Context: an optimization exercise on an open-source flow, tuned for small area, a short achievable clock period and few clock cycles per item. The choices shown serve that exercise and are no tape-out recipe. In this exercise RTL edits were held to simulation tests only and were not proved equivalent to the original.

Design matvec_engine, start of the top module:
module matvec_engine
#(
  parameter int DATA_WIDTH = 16,
  parameter int FRAC_BITS  = 8,
  parameter int ROWS       = 4,
  parameter int COLS       = 4
) (
  input  logic                                     clk,
  input  logic                                     rst_n,
  input  logic                                     in_valid,
  output logic                                     in_ready,
  input  logic [1:0]                               mode,
  input  logic [ROWS-1:0][COLS-1:0][DATA_WIDTH-1:0] mat,
  input  logic [COLS-1:0][DATA_WIDTH-1:0]          vec,
  input  logic [ROWS-1:0][DATA_WIDTH-1:0]          bias,
  input  logic                                     abort,
  output logic [ROWS-1:0][DATA_WIDTH-1:0]          out,
  output logic [ROWS-1:0]                          out_sat,
  output logic                                     out_valid,
  input  logic                                     out_ready,
  output logic                                     busy
);
Size: about 10000 cells after synthesis, about 460 I/O pins, about 120000 um2 of cells after synthesis.
Settings: LEC_CHECK=0, CAP_MARGIN=20, CORE_MARGIN=2, CORE_UTILIZATION=40, SLEW_MARGIN=20; clock period 11.0 ns.
standard.sh (not shown) runs the stock make flow with config.mk's settings and CLKGATE_MAP_FILE= SYNTH_SCRIPT=/design/flow/synth_recipe.tcl, a recipe that flattens the netlist after the stock synthesis.
==> flow/flow/run.sh <==
#!/bin/bash
# Own layout flow: the standard synthesis; then fapol.py re-polarises the
# full adders (removing the inverters synthesis leaves between adder cells);
# then the standard layout of that netlist, with plain buffers (instead of
# delay buffers) on the ports. Each tool logs to its own file here.
set -euo pipefail
R=orfs/results/${FLOW_PLATFORM}/matvec_engine/base
bash standard.sh synth > synth.log 2>&1
cp "$R/1_2_yosys.v" "$R/1_2_yosys_std.v"
python3 flow/fapol.py "$R/1_2_yosys_std.v" "$R/1_2_yosys.v" > fapol.log 2>&1
bash standard.sh "BUFFER_PORTS_ARGS=-buffer_cell sky130_fd_sc_hd__buf_1" SETUP_SLACK_MARGIN=6 finish > layout.log 2>&1
==> flow/flow/fapol.py <==
#!/usr/bin/env python3
"""Re-choose the polarity of full-adder cells in a flat gate netlist.

A full adder is self-dual: FA(~a,~b,~c) = (~sum, ~cout). Synthesis leaves
inverters between adders of a carry-save tree; this script removes every
inverter, chooses for each fa cell whether it works on true or complemented
signals so that as few nets as possible need a complement, and adds one
inverter per net whose complement is still needed.

usage: fapol.py IN.v OUT.v
"""
import re
import sys
import random

src = open(sys.argv[1]).read()
m = re.search(r'^\s*sky130_fd_sc_hd__\w+\s', src, re.M)
head, body = src[:m.start()], src[m.start():]
end = body.rindex('endmodule')
body, tail = body[:end], body[end:]

inst_re = re.compile(r'\s*(sky130_fd_sc_hd__\w+)\s+(\\\S+ |\S+)\s*\((.*?)\);\n', re.S)
pin_re = re.compile(r'\.(\w+)\(\s*(\\\S+ |[^()\s]+)\s*\)')
cells = []
pos = 0
for mm in inst_re.finditer(body):
    assert mm.start() == pos, body[pos:pos + 200]
    pos = mm.end()
    pins = [(p, n.strip() if not n.startswith('\\') else n) for p, n in pin_re.findall(mm.group(3))]
    cells.append([mm.group(1), mm.group(2), pins])
assert body[pos:].strip() == '', body[pos:pos + 200]

OUTP = {'X', 'Y', 'Q', 'Q_N', 'COUT', 'SUM', 'HI', 'LO'}
isinv = lambda t: re.match(r'sky130_fd_sc_hd__(clk)?inv_\d+$', t) is not None
isfa = lambda t: re.match(r'sky130_fd_sc_hd__fa_\d+$', t) is not None

ports = set()
for d, rng, names in re.findall(r'^\s*(input|output|inout)\s*(\[[^\]]*\])?\s*([^;]+);', head, re.M):
    for n in names.split(','):
        n = n.strip()
        if rng:
            hi, lo = map(int, rng[1:-1].split(':'))
            for i in range(min(hi, lo), max(hi, lo) + 1):
                ports.add(f"{n}[{i}]")
        ports.add(n)

inv_of = {}   # inverter output net -> input net
for t, n, pins in cells:
    if isinv(t):
        d = dict(pins)
        if d['Y'] not in ports:
            inv_of[d['Y']] = d['A']


def lit(net):
    p = 0
    while net in inv_of:
        net = inv_of[net]
        p ^= 1
    return net, p


fas = [i for i, c in enumerate(cells) if isfa(c[0])]
fa_out = {}   # net -> fa index driving it
for i in fas:
    for p, n in cells[i][2]:
        if p in OUTP:
            fa_out[n] = i
flip = {i: 0 for i in fas}

# loads: list of (cell index, pin, base net, pol) for every input pin of a kept cell
loads = []
for ci, (t, n, pins) in enumerate(cells):
    if isinv(t) and dict(pins)['Y'] in inv_of:
        continue
    for p, net in pins:
        if p in OUTP:
            continue
        b, pol = lit(net)
        loads.append((ci, p, b, pol))
net_loads = {}
for li, (ci, p, b, pol) in enumerate(loads):
    net_loads.setdefault(b, []).append(li)
cell_loads = {}
for li, (ci, p, b, pol) in enumerate(loads):
    cell_loads.setdefault(ci, []).append(li)


def need(li):
    ci, p, b, pol = loads[li]
    ph = flip.get(fa_out.get(b, -1), 0)
    return pol ^ ph ^ (flip[ci] if ci in flip else 0)


def net_cost(b):
    return 1 if any(need(li) for li in net_loads.get(b, [])) else 0


def local_cost(i):
    nets = set(loads[li][2] for li in cell_loads.get(i, []))
    for p, n in cells[i][2]:
        if p in OUTP:
            nets.add(n)
    return sum(net_cost(b) for b in nets), nets


def total():
    return sum(net_cost(b) for b in net_loads)


# output ports driven by a net: the port net itself is the base net, so a
# flipped driver would need an inverter; model ports as loads with pol 0
for pn in ports:
    if pn in fa_out:
        pass  # handled: a port net's value is read via its own name below

before = total()
# decide flips in reverse topological order: each fa takes the polarity its
# (already decided) loads prefer; xor2/xnor2 drivers can swap for free
XSWAP = {'sky130_fd_sc_hd__xor2_1': ('sky130_fd_sc_hd__xnor2_1', 'Y'),
         'sky130_fd_sc_hd__xnor2_1': ('sky130_fd_sc_hd__xor2_1', 'X')}
xdrv = {}
for ci, (t, n, pins) in enumerate(cells):
    if t in XSWAP:
        for p, net in pins:
            if p in OUTP and net not in ports:
                xdrv[net] = ci
                flip[ci] = 0
drv_of = dict(fa_out)
drv_of.update(xdrv)
# graph edges: driver cell -> load cell (through base nets)
succ = {}
for li, (ci, p, b, pol) in enumerate(loads):
    d = drv_of.get(b)
    if d is not None:
        succ.setdefault(d, set()).add(ci)
order = []
seen = set()
import sys as _s
_s.setrecursionlimit(100000)
def dfs(u):
    seen.add(u)
    for v in succ.get(u, ()):
        if v not in seen:
            dfs(v)
    order.append(u)
for u in list(flip):
    if u not in seen:
        dfs(u)
# order: sinks first (post-order)
def out_nets(i):
    return [n for p, n in cells[i][2] if p in OUTP]
def ph_of(b):
    d = drv_of.get(b, -1)
    return flip.get(d, 0)
def need2(li):
    ci, p, b, pol = loads[li]
    lf = flip[ci] if (ci in flip and isfa(cells[ci][0])) else 0
    return pol ^ ph_of(b) ^ lf
need = need2
for i in order:
    if i not in flip:
        continue
    if any(n in ports for n in out_nets(i)):
        continue
    best = None
    for f in (0, 1):
        flip[i] = f
        c = 0
        for n in out_nets(i):
            c += 1 if any(need2(li) for li in net_loads.get(n, [])) else 0
        if best is None or c < best[0]:
            best = (c, f)
    flip[i] = best[1]
after = sum(1 if any(need2(li) for li in net_loads.get(b, [])) else 0 for b in net_loads)

# rewrite: drop removed inverters, reconnect loads, add one inverter per net
new_inv = {}
out_cells = []
for ci, (t, n, pins) in enumerate(cells):
    if isinv(t) and dict(pins)['Y'] in inv_of:
        continue
    np = []
    for p, net in pins:
        if p in OUTP:
            np.append((p, net))
            continue
        b, pol = lit(net)
        want = pol ^ ph_of(b) ^ (flip[ci] if (ci in flip and isfa(t)) else 0)
        if want:
            if b not in new_inv:
                new_inv[b] = f"_fapol_n{len(new_inv)}_"
            np.append((p, new_inv[b]))
        else:
            np.append((p, b))
    if ci in xdrv.values() and flip.get(ci):
        t2, op = XSWAP[t]
        np = [(op if p in OUTP else p, net) for p, net in np]
        t = t2
    out_cells.append((t, n, np))
for b, nn in new_inv.items():
    out_cells.append(('sky130_fd_sc_hd__inv_1', f"_fapol_i{nn[7:]}", [('A', b), ('Y', nn)]))

# nets that were inverter outputs and are now undriven must not be read
used = set(net for t, n, pins in out_cells for p, net in pins)
with open(sys.argv[2], 'w') as f:
    f.write(head)
    for nn in new_inv.values():
        f.write(f"  wire {nn};\n")
    for t, n, pins in out_cells:
        f.write(f"  {t} {n} (\n")
        f.write(",\n".join(f"    .{p}({net})" for p, net in pins))
        f.write("\n  );\n")
    f.write(tail)
ninv0 = sum(1 for c in cells if isinv(c[0]))
ninv1 = sum(1 for c in out_cells if isinv(c[0]))
nflip = sum(flip.values())
nx = sum(1 for i in xdrv.values() if flip.get(i))
print(f"fapol: {len(fas)} fa cells, {nflip} flipped ({nx} xor/xnor swapped); inverters {ninv0} -> {ninv1} (nets needing complement {before} -> {after})", file=sys.stderr)
The first run finished clean.
Testbench counts at the start, summed over its fixed seeds: cycles 824, items 800.
Then changed:
--- a/flow/config.mk
+++ b/flow/config.mk
@@ -9,3 +9,4 @@
 export CORE_MARGIN = 2
-export CORE_UTILIZATION = 40
+export CORE_UTILIZATION = 55
+export PLACE_DENSITY = 0.65
 export SLEW_MARGIN = 20
- setup slack improves by 0.042 ns
- clock skew rises by 0.0090 ns
Then changed:
--- a/flow/flow/fapol.py
+++ b/flow/flow/fapol.py
@@ -203,2 +203,57 @@
 
+# Full-adder inputs are interchangeable; the CIN pin is the fastest and A the
+# slowest, so give the latest-arriving input CIN and the earliest A. Arrival
+# times are a rough static estimate (fixed delay per cell and arc).
+FA_D = {('A', 'SUM'): 0.58, ('B', 'SUM'): 0.55, ('CIN', 'SUM'): 0.53,
+        ('A', 'COUT'): 0.47, ('B', 'COUT'): 0.44, ('CIN', 'COUT'): 0.42}
+SEQ = re.compile(r'sky130_fd_sc_hd__(e?df|dl|sdf)')
+
+
+def arrivals(cl):
+    drv = {}
+    for ci, (t, n, pins) in enumerate(cl):
+        for p, net in pins:
+            if p in OUTP:
+                drv[net] = ci
+    memo = {}
+    sys.setrecursionlimit(200000)
+
+    def arr(net):
+        if net in memo:
+            return memo[net]
+        memo[net] = 0.0
+        ci = drv.get(net)
+        if ci is None or SEQ.match(cl[ci][0]):
+            v = 0.4 if ci is not None else 0.0
+        else:
+            t, n, pins = cl[ci]
+            outp = [p for p, x in pins if x == net][0]
+            v = 0.0
+            for p, x in pins:
+                if p in OUTP:
+                    continue
+                d = FA_D.get((p, outp), 0.25) if isfa(t) else 0.25
+                v = max(v, arr(x) + d)
+        memo[net] = v
+        return v
+    return arr
+
+
+nswap = 0
+for _ in range(3):
+    arr = arrivals(out_cells)
+    changed = 0
+    for ci, (t, n, pins) in enumerate(out_cells):
+        if not isfa(t):
+            continue
+        d = dict(pins)
+        ins = sorted([d['A'], d['B'], d['CIN']], key=arr)
+        if [d['A'], d['B'], d['CIN']] != ins:
+            d['A'], d['B'], d['CIN'] = ins
+            out_cells[ci] = (t, n, [(p, d[p]) for p, _ in pins])
+            changed += 1
+    nswap += changed
+    if not changed:
+        break
+
 # nets that were inverter outputs and are now undriven must not be read
@@ -218,2 +273,3 @@
 nx = sum(1 for i in xdrv.values() if flip.get(i))
+print(f"fapol: {nswap} fa input reorderings", file=sys.stderr)
 print(f"fapol: {len(fas)} fa cells, {nflip} flipped ({nx} xor/xnor swapped); inverters {ninv0} -> {ninv1} (nets needing complement {before} -> {after})", file=sys.stderr)
--- a/flow/config.mk
+++ b/flow/config.mk
@@ -9,4 +9,3 @@
 export CORE_MARGIN = 2
-export CORE_UTILIZATION = 55
-export PLACE_DENSITY = 0.65
+export CORE_UTILIZATION = 40
 export SLEW_MARGIN = 20
=> Area after synthesis does not change; design area came out higher by 0.93%.
Then changed:
--- a/flow/flow/run.sh
+++ b/flow/flow/run.sh
@@ -4,3 +4,4 @@
 # then the standard layout of that netlist, with plain buffers (instead of
-# delay buffers) on the ports. Each tool logs to its own file here.
+# delay buffers) on the ports, and timing repair aimed at 6 ns of slack. Each
+# tool logs to its own file here.
 set -euo pipefail
--- a/flow/flow/fapol.py
+++ b/flow/flow/fapol.py
@@ -203,57 +203,2 @@
 
-# Full-adder inputs are interchangeable; the CIN pin is the fastest and A the
-# slowest, so give the latest-arriving input CIN and the earliest A. Arrival
-# times are a rough static estimate (fixed delay per cell and arc).
-FA_D = {('A', 'SUM'): 0.58, ('B', 'SUM'): 0.55, ('CIN', 'SUM'): 0.53,
-        ('A', 'COUT'): 0.47, ('B', 'COUT'): 0.44, ('CIN', 'COUT'): 0.42}
-SEQ = re.compile(r'sky130_fd_sc_hd__(e?df|dl|sdf)')
-
-
-def arrivals(cl):
-    drv = {}
-    for ci, (t, n, pins) in enumerate(cl):
-        for p, net in pins:
-            if p in OUTP:
-                drv[net] = ci
-    memo = {}
-    sys.setrecursionlimit(200000)
-
-    def arr(net):
-        if net in memo:
-            return memo[net]
-        memo[net] = 0.0
-        ci = drv.get(net)
-        if ci is None or SEQ.match(cl[ci][0]):
-            v = 0.4 if ci is not None else 0.0
-        else:
-            t, n, pins = cl[ci]
-            outp = [p for p, x in pins if x == net][0]
-            v = 0.0
-            for p, x in pins:
-                if p in OUTP:
-                    continue
-                d = FA_D.get((p, outp), 0.25) if isfa(t) else 0.25
-                v = max(v, arr(x) + d)
-        memo[net] = v
-        return v
-    return arr
-
-
-nswap = 0
-for _ in range(3):
-    arr = arrivals(out_cells)
-    changed = 0
-    for ci, (t, n, pins) in enumerate(out_cells):
-        if not isfa(t):
-            continue
-        d = dict(pins)
-        ins = sorted([d['A'], d['B'], d['CIN']], key=arr)
-        if [d['A'], d['B'], d['CIN']] != ins:
-            d['A'], d['B'], d['CIN'] = ins
-            out_cells[ci] = (t, n, [(p, d[p]) for p, _ in pins])
-            changed += 1
-    nswap += changed
-    if not changed:
-        break
-
 # nets that were inverter outputs and are now undriven must not be read
@@ -273,3 +218,2 @@
 nx = sum(1 for i in xdrv.values() if flip.get(i))
-print(f"fapol: {nswap} fa input reorderings", file=sys.stderr)
 print(f"fapol: {len(fas)} fa cells, {nflip} flipped ({nx} xor/xnor swapped); inverters {ninv0} -> {ninv1} (nets needing complement {before} -> {after})", file=sys.stderr)
--- a/flow/config.mk
+++ b/flow/config.mk
@@ -9,3 +9,4 @@
 export CORE_MARGIN = 2
-export CORE_UTILIZATION = 40
+export CORE_UTILIZATION = 55
+export PLACE_DENSITY = 0.65
 export SLEW_MARGIN = 20
=> The new run passed the timing, DRC and antenna checks. Die area goes down by 27%. First-iteration DRC count grows by 3.4%. Maximum frequency rises by about 1.6%. Setup slack gets better by 0.083 ns. Wire length goes down by about 2.4%. Utilization is higher by 16 points. Area after synthesis is unchanged. Sequential share of layout area went up by 0.17 points. Cell count drops by about 7%. Via count rose by about 1.5%.

## separate check: timing with driven ports
The flow's constraints put no driver on any port. The routed layouts listed below were extracted and timed again, unchanged, in two steps.
Step 1 (the two cells are an assumption about what drives the block):
set clk [get_ports {clk}]
set_driving_cell -lib_cell sky130_fd_sc_hd__clkbuf_16 $clk
set_driving_cell -lib_cell sky130_fd_sc_hd__buf_2 [delete_from_list [all_inputs] $clk]
Step 2 times the ports against the registers' clock, not the clock port: input delays grow and output delays shrink by t, the midpoint of the rising clock arrivals with the driver on.
Three values: no drivers, after step 1, after step 2; two values: the first two.
run | t (ns) | setup WS [ns] | pins driven straight from the clock port
the first run | 0.978 | 5.867 / 5.867 / 5.867 | 1
the second run | 0.939 | 5.909 / 5.893 / 5.909 | 1
the third run | 1.016 | 5.826 / 5.826 / 5.826 | 1
the fourth run | 0.939 | 5.909 / 5.893 / 5.909 | 1
After both steps every run listed still meets setup and hold.
